Source: an optimization exercise on an open RTL-to-GDS flow (aim: small area, a short achievable clock period and few clock cycles per item). Production flows keep margins and buffers that such runs may drop. Where RTL was checked, it was by simulation tests only, not by an equivalence proof against the original. No activity file was given, so power comes from the tool's default toggle rates.

==> flow/design.v (excerpt) <==
module math_core_alu #(
    parameter int DW = 32,
    parameter int CW = 32
) (
    input  logic          clk,
    input  logic          rst,
    input  logic [0:1]    mode,
    input  logic          in_valid,
    output logic          in_ready,
    input  logic [0:DW-1] ain,
    input  logic [0:DW-1] bin,
    output logic          out_valid,
    input  logic          out_ready,
    output logic [0:DW-1] result,
    output logic          ovf,
    output logic [0:CW-1] statistic,
    input  logic          stat_ld,
    input  logic [0:CW-1] stat_din,
    input  logic          flush,
    output logic          busy
);
For scale: ~3,300 cells after synthesis, roughly 200 flip-flops, ~0.024 mm² of cells after synthesis.
==> flow/config.mk <==
export PLATFORM = sky130hd
export DESIGN_NAME = math_core_alu
export DESIGN_NICKNAME = math_core_alu
export VERILOG_FILES = /design/flow/design.v
export SDC_FILE = /design/flow/constraint.sdc
export NUM_CORES = 4
export LEC_CHECK = 0
export ABC_AREA = 1
export CAP_MARGIN = 20
export CORE_MARGIN = 2
export CORE_UTILIZATION = 40
export SLEW_MARGIN = 20
==> flow/constraint.sdc <==
create_clock -name core_clock -period 10.0 [get_ports {clk}]
set_input_delay 2.0000 -clock core_clock [delete_from_list [all_inputs] [get_ports {clk}]]
set_output_delay 2.0000 -clock core_clock [all_outputs]
set_load 0.01 [all_outputs]
standard.sh (not shown) runs the stock make flow with config.mk's settings and CLKGATE_MAP_FILE= SYNTH_SCRIPT=/design/flow/synth_recipe.tcl, a recipe that flattens the netlist after the stock synthesis.
==> flow/flow/run.sh <==
#!/bin/bash
# The standard layout, with plain buf_1 port buffers and a tighter setup target
# for timing repair; the log of the whole make run goes to standard.log.
bash standard.sh BUFFER_PORTS_ARGS="-buffer_cell sky130_fd_sc_hd__buf_1" SETUP_SLACK_MARGIN=4.8 finish > standard.log 2>&1
Change:
--- a/flow/design.v
+++ b/flow/design.v
@@ -23,21 +23,23 @@
     logic [31:0]   b1;
     logic [32:1]   a3_1;
     logic [10:0]   bs1_1, bs2_1, bs3_1, bs4_1;
     logic [9:0]    bneg_1;
     logic          bgt_1;            
     logic [1:0]    m1;
     logic          v1;
-    localparam int K = 24;
+    localparam int K = 20;
     logic [31:K]   s2;
     logic [31:K]   c2;
     logic [K-1:0]  lo2;
     logic          ck2;
     logic          k1_2;
     logic          k2_2;
+    logic          mulp2;
+    logic [2-1:0] l32_2;
     logic          v2;
     logic [CW-1:0] r_stat;
     logic          take2;
     logic          en1;
     logic          hs;
     logic          full;
     assign take2    = !v2 || out_ready;
@@ -83,14 +85,15 @@
             if (3*i+2 < 32) b1[3*i+2] = ng;
             if (3*i+1 < 32) b1[3*i+1] = t1 ^ ng;
             b1[3*i] = t0 ^ ng;
         end
     end
     logic [31:0] mul_s, mul_c;
     logic        mul_p32;            
+    logic [2-1:0] mul_l32;        
     wire pp0_0, pp0_1, pp0_2, pp0_3, pp0_4, pp0_5, pp0_6, pp0_7, pp0_8, pp0_9, pp0_10, pp0_11, pp0_12, pp0_13, pp0_14, pp0_15;
     wire pp0_16, pp0_17, pp0_18, pp0_19, pp0_20, pp0_21, pp0_22, pp0_23, pp0_24, pp0_25, pp0_26, pp0_27, pp0_28, pp0_29, pp0_30, pp0_31;
     wire pp0_32, pp1_0, pp1_1, pp1_2, pp1_3, pp1_4, pp1_5, pp1_6, pp1_7, pp1_8, pp1_9, pp1_10, pp1_11, pp1_12, pp1_13, pp1_14;
     wire pp1_15, pp1_16, pp1_17, pp1_18, pp1_19, pp1_20, pp1_21, pp1_22, pp1_23, pp1_24, pp1_25, pp1_26, pp1_27, pp1_28, pp1_29, pp2_0;
     wire pp2_1, pp2_2, pp2_3, pp2_4, pp2_5, pp2_6, pp2_7, pp2_8, pp2_9, pp2_10, pp2_11, pp2_12, pp2_13, pp2_14, pp2_15, pp2_16;
     wire pp2_17, pp2_18, pp2_19, pp2_20, pp2_21, pp2_22, pp2_23, pp2_24, pp2_25, pp2_26, pp3_0, pp3_1, pp3_2, pp3_3, pp3_4, pp3_5;
     wire pp3_6, pp3_7, pp3_8, pp3_9, pp3_10, pp3_11, pp3_12, pp3_13, pp3_14, pp3_15, pp3_16, pp3_17, pp3_18, pp3_19, pp3_20, pp3_21;
@@ -622,15 +625,16 @@
     assign tc302 = (tc242 ^ ts243) ? ts187 : tc242;
     assign ts303 = (tc244 ^ ts245) ^ ts191;
     assign tc304 = (tc244 ^ ts245) ? ts191 : tc244;
     assign ts305 = (tc246 ^ ts247) ^ ts195;
     assign tc306 = (tc246 ^ ts247) ? ts195 : tc246;
     assign mul_s = {tc304, tc302, tc300, tc298, tc296, tc294, tc292, tc290, tc288, tc286, tc284, tc282, tc280, tc278, tc276, tc274, tc272, tc270, tc268, tc266, tc264, tc262, tc260, tc258, tc256, tc254, tc252, tc250, ts249, pp0_2, pp0_1, pp0_0};
     assign mul_c = {ts305, ts303, ts301, ts299, ts297, ts295, ts293, ts291, ts289, ts287, ts285, ts283, ts281, ts279, ts277, ts275, ts273, ts271, ts269, ts267, ts265, ts263, ts261, ts259, ts257, ts255, ts253, ts251, bneg[1], 1'b0, 1'b0, bneg[0]};
-    assign mul_p32 = pp0_32 ^ pp1_29 ^ pp2_26 ^ pp3_23 ^ pp4_20 ^ pp5_17 ^ pp6_14 ^ pp7_11 ^ pp8_8 ^ pp9_5 ^ pp10_2 ^ tc24 ^ tc26 ^ tc106 ^ tc108 ^ tc110 ^ tc194 ^ tc196 ^ tc248 ^ tc306;
+    assign mul_p32 = pp0_32 ^ pp1_29 ^ pp2_26 ^ pp3_23 ^ pp4_20 ^ pp5_17 ^ pp6_14 ^ pp7_11 ^ pp8_8 ^ pp9_5 ^ pp10_2 ^ tc24 ^ tc26 ^ tc106 ^ tc108 ^ tc110 ^ tc194 ^ tc196;
+    assign mul_l32 = {tc248, tc306};
     logic [31:0] bsuf;
     logic        g32;
     always_comb begin
         bsuf[31] = b1[31];
         for (int k = 30; k >= 0; k--) bsuf[k] = bsuf[k+1] | b1[k];
         g32 = 1'b0;
         for (int i = 1; i < 32; i++) g32 = g32 | (a1[i] & bsuf[32-i]);
@@ -650,15 +654,15 @@
     assign k1_n   = is_sub || (is_mul && (g32 || mul_p32));
     assign k2_n   = is_add || is_sub || (is_mul && !g32);
     logic [33-K:0] hi;
     logic          cout;
     assign hi        = {1'b0, s2, ck2} + {1'b0, c2, ck2};
     assign cout      = hi[33-K];
     assign result    = {hi[32-K:1], lo2};
-    assign ovf       = k1_2 ^ (k2_2 & cout);
+    assign ovf       = k1_2 ^ (k2_2 & cout) ^ (mulp2 & (^l32_2));
     assign out_valid = v2;
     assign statistic = r_stat;
     assign busy      = v1 || v2;
     always_ff @(posedge clk or negedge rst) begin
         if (!rst) begin
             v1     <= 1'b0;
             v2     <= 1'b0;
@@ -693,10 +697,12 @@
         if (take2) begin
             s2   <= s_n[31:K];
             c2   <= c_n[31:K];
             lo2  <= lo_n[K:1];
             ck2  <= lo_n[K+1];
             k1_2 <= k1_n;
             k2_2 <= k2_n;
+            mulp2 <= is_mul && !g32;
+            l32_2 <= mul_l32;
         end
     end
 endmodule
Effect: The changed run finished clean. Routed wire length came out lower by about 2.7%. Area after synthesis came out lower by about 0.33%. Fmax came out higher by 1.7%. Synthesized cell count came out lower by about 2.5%. Cell area came out higher by 1.1%. Sequential power came out higher by about 7%. Final cell count came out lower by about 1.5%. Clock-buffer cell count came out higher by 14. Clock skew came out lower by 0.0098 ns. Register-to-register slack gets better by 0.08 ns. Total power came out higher by 6.8%.
Testbench counts after the change, summed over its fixed seeds: cycles 16,016, items 16,000.
No functional check of the RTL was part of the first run of this note.

========
Setup of before:
math_core_alu, a different RTL version from the one above (not shown whole).
For scale: about 2600 cells after synthesis, roughly 170 I/O pins, about 22000 um^2 of cells after synthesis.
clock: 10.0 ns
lec_check: 0
abc_area: 1
cap_margin: 20
core_margin: 2
core_utilization: 40
slew_margin: 20
==> flow/flow/run.sh <==
#!/bin/bash
# The standard layout, with plain buf_1 port buffers and a tighter setup target
# for timing repair; the log of the whole make run goes to standard.log.
bash standard.sh BUFFER_PORTS_ARGS="-buffer_cell sky130_fd_sc_hd__buf_1" SETUP_SLACK_MARGIN=5.6 finish > standard.log 2>&1
Input changes introduced in after (baseline for comparison: before):
diff --git a/flow/design.v b/flow/design.v
--- a/flow/design.v
+++ b/flow/design.v
@@ -21,16 +21,15 @@
 );
     logic [31:0]   a1;
     logic [31:0]   b1;
     logic [32:1]   a3_1;
     logic [10:0]   bs1_1, bs2_1, bs3_1, bs4_1;
     logic [9:0]    bneg_1;
-    logic          bgt_1;            
     logic [1:0]    m1;
     logic          v1;
-    localparam int K = 22;
+    localparam int K = 24;
     logic [31:K]   s2;
     logic [31:K]   c2;
     logic [K-1:0]  lo2;
     logic          ck2;
     logic          k1_2;
     logic          k2_2;
@@ -643,13 +642,13 @@
     logic        k1_n, k2_n;
     logic [K+1:0] lo_n;
     assign is_add = (m1 == 2'd0);
     assign is_sub = (m1 == 2'd1);
     assign is_mul = (m1 == 2'd2);
     assign is_max = (m1 == 2'd3);
-    assign b_gt   = bgt_1;
+    assign b_gt   = b1 > a1;
     assign s_n    = is_mul ? mul_s : ((is_max && b_gt) ? b1 : a1);
     assign c_n    = is_mul ? mul_c : (is_add ? b1 : (is_sub ? ~b1 : 32'd0));
     assign lo_n   = {1'b0, s_n[K-1:0], is_sub} + {1'b0, c_n[K-1:0], is_sub};
     assign k1_n   = is_sub || (is_mul && (g32 || mul_p32));
     assign k2_n   = is_add || is_sub || (is_mul && !g32);
     logic [33-K:0] hi;
@@ -675,13 +674,12 @@
             else if (hs && !(&r_stat)) r_stat <= r_stat + 1'b1;
         end
     end
     always_ff @(posedge clk) begin
         if (en1) begin
             a1 <= ain;
-            bgt_1  <= bin_v > ain_v;
             bs1_1  <= bs1_in;
             bs2_1  <= bs2_in;
             bs3_1  <= bs3_in;
             bs4_1  <= bs4_in;
             bneg_1 <= {bin_v[29], bin_v[26], bin_v[23], bin_v[20], bin_v[17],
                        bin_v[14], bin_v[11], bin_v[8], bin_v[5], bin_v[2]};
## What came out
Timing startpoint of the critical path: s2[24] -> before, bneg_1[9] -> after. Of after and before, before shows the higher sequential cell count of the final layout, with after below it. [compare] base=before new=after: share of post-route cells with drive strength above 1 moved up, via count moved up, average size of a mapped cell moved down, register cell area after layout moved down.
Function was not checked in any run of this note: the RTL went through the layout flow alone.

==> re-timing with driven ports <==
No port has a modelled driver above. Below, the same layouts with a new extraction and two added sets of constraints. Step 1: set_driving_cell puts a clkbuf_16 on clk and a buf_2 on each other input, an assumption about the parent block. Step 2 moves the port delays by t, midway between the first and last clock arrival at a register: inputs arrive t later, outputs are due t later. That takes back most of the time a late clock gives input paths. Three values: ideal ports, drivers, drivers and shift; two values: the first two.
| run | shift t [ns] | slack for setup (ns) | worst register clock-pin slew, ns |
|---|---|---|---|
| the first run of note 1 | 0.575 | 4.971 / 4.971 / 4.684 | 0.09 / 0.09 |
| the second run of note 1 | 0.637 | 5.054 / 5.008 / 4.704 | 0.06 / 0.06 |
| before | 0.615 | 5.115 / 5.058 / 5.134 | 0.07 / 0.07 |
| after | 0.573 | 4.529 / 4.529 / 4.529 | 0.09 / 0.09 |
After both steps every run listed still meets setup and hold. For the second run of note 1, which loses most, drivers alone change the setup slack by -0.046 ns; drivers and shift together by -0.350 ns.
